Source: an optimization exercise on an open RTL-to-GDS flow (aim: small area, a short achievable clock period and few clock cycles). Production flows keep margins and buffers that such runs may drop. At most, simulation tests tie the RTL to the original design; equivalence was not proved. Power and IR drop assume default switching activity.

== v6 ==
## conv_feeder
module conv_feeder (
	input  logic        clk,
	input  logic        rst,
	input  logic        i_start,
	input  logic [5:0]  i_cols,
	input  logic [5:0]  i_rows,
	input  logic        i_stride,
	input  logic        i_valid,
	input  logic [31:0] i_data,
	output logic        o_full,
	output logic        o_valid,
	output logic [31:0] o_lane_data,
	output logic        o_done
);
For scale: about 4400 cells after synthesis, roughly 2400 flip-flops, roughly 84 I/O pins.
export LEC_CHECK = 0
export CAP_MARGIN = 20
export CORE_MARGIN = 2
export CORE_UTILIZATION = 40
export CTS_CLUSTER_DIAMETER = 120
export CTS_CLUSTER_SIZE = 30
export SETUP_SLACK_MARGIN = 3.5
export SLEW_MARGIN = 20
create_clock -name core_clock -period 6.0 [get_ports {clk}]
run.sh (not shown) runs the stock make flow with config.mk's settings and CLKGATE_MAP_FILE= SYNTH_SCRIPT=/design/flow/synth_recipe.tcl, a recipe that flattens the netlist after the stock synthesis.
Testbench counts of v6, summed over its fixed seeds: cycles 114,913.
--- input diff v6..v7 ---
--- a/flow/design.v
+++ b/flow/design.v
@@ -141,18 +141,17 @@
 			end else if (r_mrow) begin
 				in_wr = p_al && (m_wr_en || (last_x && c_lt));
 				consume = in_wr;
 			end else begin
 				consume = 1'b1;  
 			end
 		end
 	end
-	logic full_q;
-	assign o_full = full_q;
+	assign o_full = s_v;
 	logic accept;
 	assign accept = i_valid && !s_v && busy && !acc_all;
 	logic p_wrap;
 	logic last_acc;
 	assign p_wrap = (p_col == g_cm1);
 	assign last_acc = (p_row == g_rm1) && p_wrap;
 	logic        wa_en, wb_en;
 	logic [1:0]  wa_idx, wb_idx;
@@ -218,17 +217,16 @@
 	end
 	logic [4:0] n_ocm1, n_orm1;
 	assign n_ocm1 = i_stride ? 5'((i_cols - 6'd3) >> 1) : 5'(i_cols - 6'd3);
 	assign n_orm1 = i_stride ? 5'((i_rows - 6'd3) >> 1) : 5'(i_rows - 6'd3);
 	always_ff @(posedge clk) begin
 		if (rst) begin
 			busy <= 1'b0;
 			s_v <= 1'b0;
-			full_q <= 1'b0;
 			e_done <= 1'b0;
 			acc_all <= 1'b0;
 			acc_all2 <= 1'b0;
 			tau <= '0;
 			m_wr_en <= 1'b0;
 			b_cnt <= '0;
 		end else begin
 			tau <= tau + 5'd1;
@@ -237,17 +235,16 @@
 				busy <= 1'b1;
 				g_cm1 <= i_cols - 6'd1;
 				g_rm1 <= i_rows - 6'd1;
 				g_s2 <= i_stride;
 				g_ocm1 <= n_ocm1;
 				acc_all <= 1'b0;
 				acc_all2 <= 1'b0;
 				s_v <= 1'b0;
-				full_q <= 1'b0;
 				p_row <= '0;
 				p_col <= '0;
 				k_fill <= 1'b1;
 				k_bot <= 1'b0;
 				k_mrow <= 1'b0;
 				c_in <= 1'b1;
 				c_lt <= (n_ocm1 != 5'd0);
 				fill_done <= 1'b0;
@@ -293,17 +290,16 @@
 					end
 				end else begin
 					p_d <= p_d - 5'd1;
 				end
 				if (consume)
 					s_v <= 1'b0;
 				else if (accept)
 					s_v <= 1'b1;
-				full_q <= (!consume && (accept || s_v)) || acc_all || (accept && last_acc);
 				if (emit && last_x && e_r == 2'd1 && e_c == 2'd2)
 					m_wr_en <= 1'b1;
 				else if (in_wr && r_mrow && p_wrap)
 					m_wr_en <= 1'b0;
 				if (win_end && last_x) begin
 					b_cnt <= '0;
 					b_lag <= '0;
 				end else if (win_end) begin
==> notes.md <==
v7 finished every step from synthesis to the final layout, and the layout passed the timing, DRC and antenna checks. From v6 to v7 the numbers moved as follows: peak supply drop up 0.0051 mV, multi-input logic area down 110 µm², switching portion of total power flat. Between v7 and v6, it is v7 whose final design instance area without fill is lower, by 0.35%. Going from v6 to v7, required time reported for the critical path endpoint shrinks by 1.60 ns.
Testbench counts of v7, summed over its fixed seeds: cycles 114,913.


Another version of the RTL of conv_feeder (not shown whole).
Size in the first run: about 4300 cells after synthesis, ~2400 flip-flops, roughly 84 I/O pins, ~0.062 sq mm of cells after synthesis.
==> flow/config.mk <==
export PLATFORM = sky130hd
export DESIGN_NAME = conv_feeder
export DESIGN_NICKNAME = conv_feeder
export VERILOG_FILES = /design/flow/design.v
export SDC_FILE = /design/flow/constraint.sdc
export NUM_CORES = 4
export LEC_CHECK = 0
export CAP_MARGIN = 20
export CORE_MARGIN = 2
export CORE_UTILIZATION = 40
export CTS_CLUSTER_DIAMETER = 120
export CTS_CLUSTER_SIZE = 30
export SETUP_SLACK_MARGIN = 3.7
export SLEW_MARGIN = 20
==> flow/constraint.sdc <==
create_clock -name core_clock -period 6.0 [get_ports {clk}]
set_input_delay 1.2000 -clock core_clock [delete_from_list [all_inputs] [get_ports {clk}]]
set_output_delay 1.2000 -clock core_clock [all_outputs]
set_load 0.01 [all_outputs]
Then changed:
--- a/flow/design.v
+++ b/flow/design.v
@@ -82,39 +82,33 @@
 	assign idle = !busy || (e_done && acc_all2);
 	assign start = idle && i_start;
 	logic [4:0] d;     
 	assign d = e_d;
 	logic t_is_b;  
 	assign t_is_b = !g_s2 && e_odd;
 	logic fill_done;  
 	logic b_eq;
 	logic bw_ok;
 	assign b_eq = (b_lag == 2'd0);
 	assign bw_ok = (b_cnt == 2'd3) && b_eq;
 	logic m_ok;
-	logic c_ge3;  
-	assign m_ok = !g_s2 || !m_wr_en || (k_mrow && c_ge3);
+	assign m_ok = !g_s2 || !m_wr_en || (k_mrow && (p_col >= 6'd3));
 	logic emit;
 	always_comb begin
 		emit = 1'b0;
 		if (busy && !e_done)
 			emit = (r0 && fill_done && (d[2:0] == 3'd3)) ||
 				(r1 && m_ok && (d[2:0] == 3'd0)) ||
 				(r2 && bw_ok && !(e_pos[8] && last_x && (w_pend != 3'd0)));
 	end
-	logic       t_freed;
-	logic [2:0] w_pend_dec, w_pend_inc;
-	assign t_freed = busy && !e_done && e_pos[2] && fill_done && (d[2:0] == 3'd3);
-	assign w_pend_dec = bw_wr ? w_pend - 3'd1 : w_pend;
-	assign w_pend_inc = w_pend_dec + (last_x ? 3'd3 : (g_s2 ? 3'd2 : 3'd1));
 	logic win_end;
 	assign win_end = emit && e_pos[8];
 	logic bw_wr;
 	assign bw_wr = (b_cnt == 2'd3) && (w_rel != 2'd3) && (w_pend != 3'd0) &&
 		(w_d[2:0] == 3'd0);
 	logic        pix_v;
 	logic [31:0] pix_d;
 	logic        p_al;
 	assign pix_v = s_v || (i_valid && busy && !acc_all);
 	assign pix_d = s_v ? s_d : i_data;
 	assign p_al = (p_d[2:0] == 3'd0);
 	logic [5:0] g_mrow2;   
@@ -271,25 +265,24 @@
 				g_rm1 <= i_rows - 6'd1;
 				g_s2 <= i_stride;
 				acc_all <= 1'b0;
 				acc_all2 <= 1'b0;
 				s_v <= 1'b0;
 				full_q <= 1'b0;
 				p_row <= '0;
 				p_col <= '0;
 				k_fill <= 1'b1;
 				k_bot <= 1'b0;
 				k_mrow <= 1'b0;
 				c_in <= 1'b1;
-				c_ge3 <= 1'b0;
 				fill_done <= 1'b0;
 				tau <= 5'd0;   
 				p_d <= 5'd0;
 				e_d <= 5'd0;
 				e_odd <= 1'b0;
 				g_init <= 2'b01;
 				e_pos <= 9'd1;
 				e_done <= 1'b0;
 				b_cnt <= '0;
 				b_lag <= '0;
 				w_rel <= '0;
 				w_pend <= '0;
@@ -298,33 +291,30 @@
 			end else begin
 				if (accept && last_acc)
 					acc_all <= 1'b1;
 				if (consume) begin
 					if (p_wrap) begin
 						p_col <= '0;
 						p_row <= p_row + 6'd1;
 						p_d <= ~tau;
 						k_fill <= n_fill;
 						k_bot <= n_bot;
 						k_mrow <= n_mrow;
 						c_in <= 1'b1;
-						c_ge3 <= 1'b0;
 						c_lt <= (g_elim != 6'd0);
 						if (p_row == 6'd1)
 							fill_done <= 1'b1;
 					end
 					else begin
 						p_col <= p_col + 6'd1;
-						if (p_col == 6'd2)
-							c_ge3 <= 1'b1;
 						if (g_s2 && p_col == g_mcol2)
 							c_in <= 1'b0;
 						if (p_col + 6'd1 == g_elim)
 							c_lt <= 1'b0;
 					end
 				end else begin
 					p_d <= p_d - 5'd1;
 				end
 				if (consume)
 					s_v <= 1'b0;
 				else if (accept)
 					s_v <= 1'b1;
@@ -344,25 +334,26 @@
 					else
 						b_lag <= b_lag - 2'd1;
 				end
 				if (win_end && last_x) begin
 					w_rel <= '0;
 					w_pend <= '0;
 					w_d <= ~tau;
 				end else begin
 					if (bw_wr && !(bw_in && b_cnt == 2'd3))
 						w_rel <= w_rel + 2'd1;
 					else if (!bw_wr && bw_in && b_cnt == 2'd3)
 						w_rel <= w_rel - 2'd1;
-					w_pend <= t_freed ? w_pend_inc : w_pend_dec;
+					w_pend <= w_pend - {2'd0, bw_wr} +
+						((emit && e_pos[2]) ? (last_x ? 3'd3 : (g_s2 ? 3'd2 : 3'd1)) : 3'd0);
 					if (!bw_wr)
 						w_d <= w_d - 5'd1;
 				end
 				if (!emit)
 					e_d <= e_d - 5'd1;
 				if (emit) begin
 					e_pos <= {e_pos[7:0], e_pos[8]};
 					if (e_pos[2] || e_pos[5]) begin
 						e_d <= e_d - 5'd3;
 					end else if (e_pos[8]) begin
 							if (!last_x) begin
 								x_rem <= x_rem - 5'd1;
=> The changed run ran to the end with no violations. Cell count goes up by 0.32%. Power goes down by 1.0%. Setup slack got worse by 0.27 ns. Combinational power barely changes. Core utilization goes down by 0.62 points. First-iteration DRC count goes down by 1.5%. Global-route usage goes down by 0.21 points. Design area goes down by 1.4%. Register-to-register slack got worse by 0.28 ns. Die area barely changes. Critical path depth goes up by 8. Clock skew goes down by 0.0039 ns.
No run of this note included a check of the RTL's function; only the layout flow was run.

[what the ideal ports hide]
The results above use ideal ports. As a check the final layouts listed here were re-extracted and re-timed, cells and wires unchanged.
Step 1 sets driving cells, clkbuf_16 on the clock port and buf_2 on the other inputs (assumed; they add their load-dependent delay and slew).
Step 2 times the ports against the registers' clock, not the clock port: input delays grow and output delays shrink by t, the midpoint of the rising clock arrivals with the driver on.
Three values: no drivers, after step 1, after step 2; two values: the first two.
| run | t (ns) | setup slack, ns | latest minus earliest clock arrival (ns) | worst register clock-pin slew, ns |
|---|---|---|---|---|
| v6 | 0.798 | 3.489 / 3.490 / 2.740 | 0.048 / 0.048 | 0.12 / 0.12 |
| v7 | 0.801 | 3.462 / 3.386 / 2.793 | 0.040 / 0.040 | 0.12 / 0.12 |
| the first run of note 2 | 0.810 | 3.542 / 3.468 / 2.974 | 0.041 / 0.042 | 0.12 / 0.12 |
| the second run of note 2 | 0.787 | 3.276 / 3.276 / 2.960 | 0.034 / 0.034 | 0.12 / 0.12 |
After both steps setup and hold are still met in every run listed. The setup slack of v6, which loses most, moves by +0.001 ns with the drivers and by -0.749 ns with both steps.
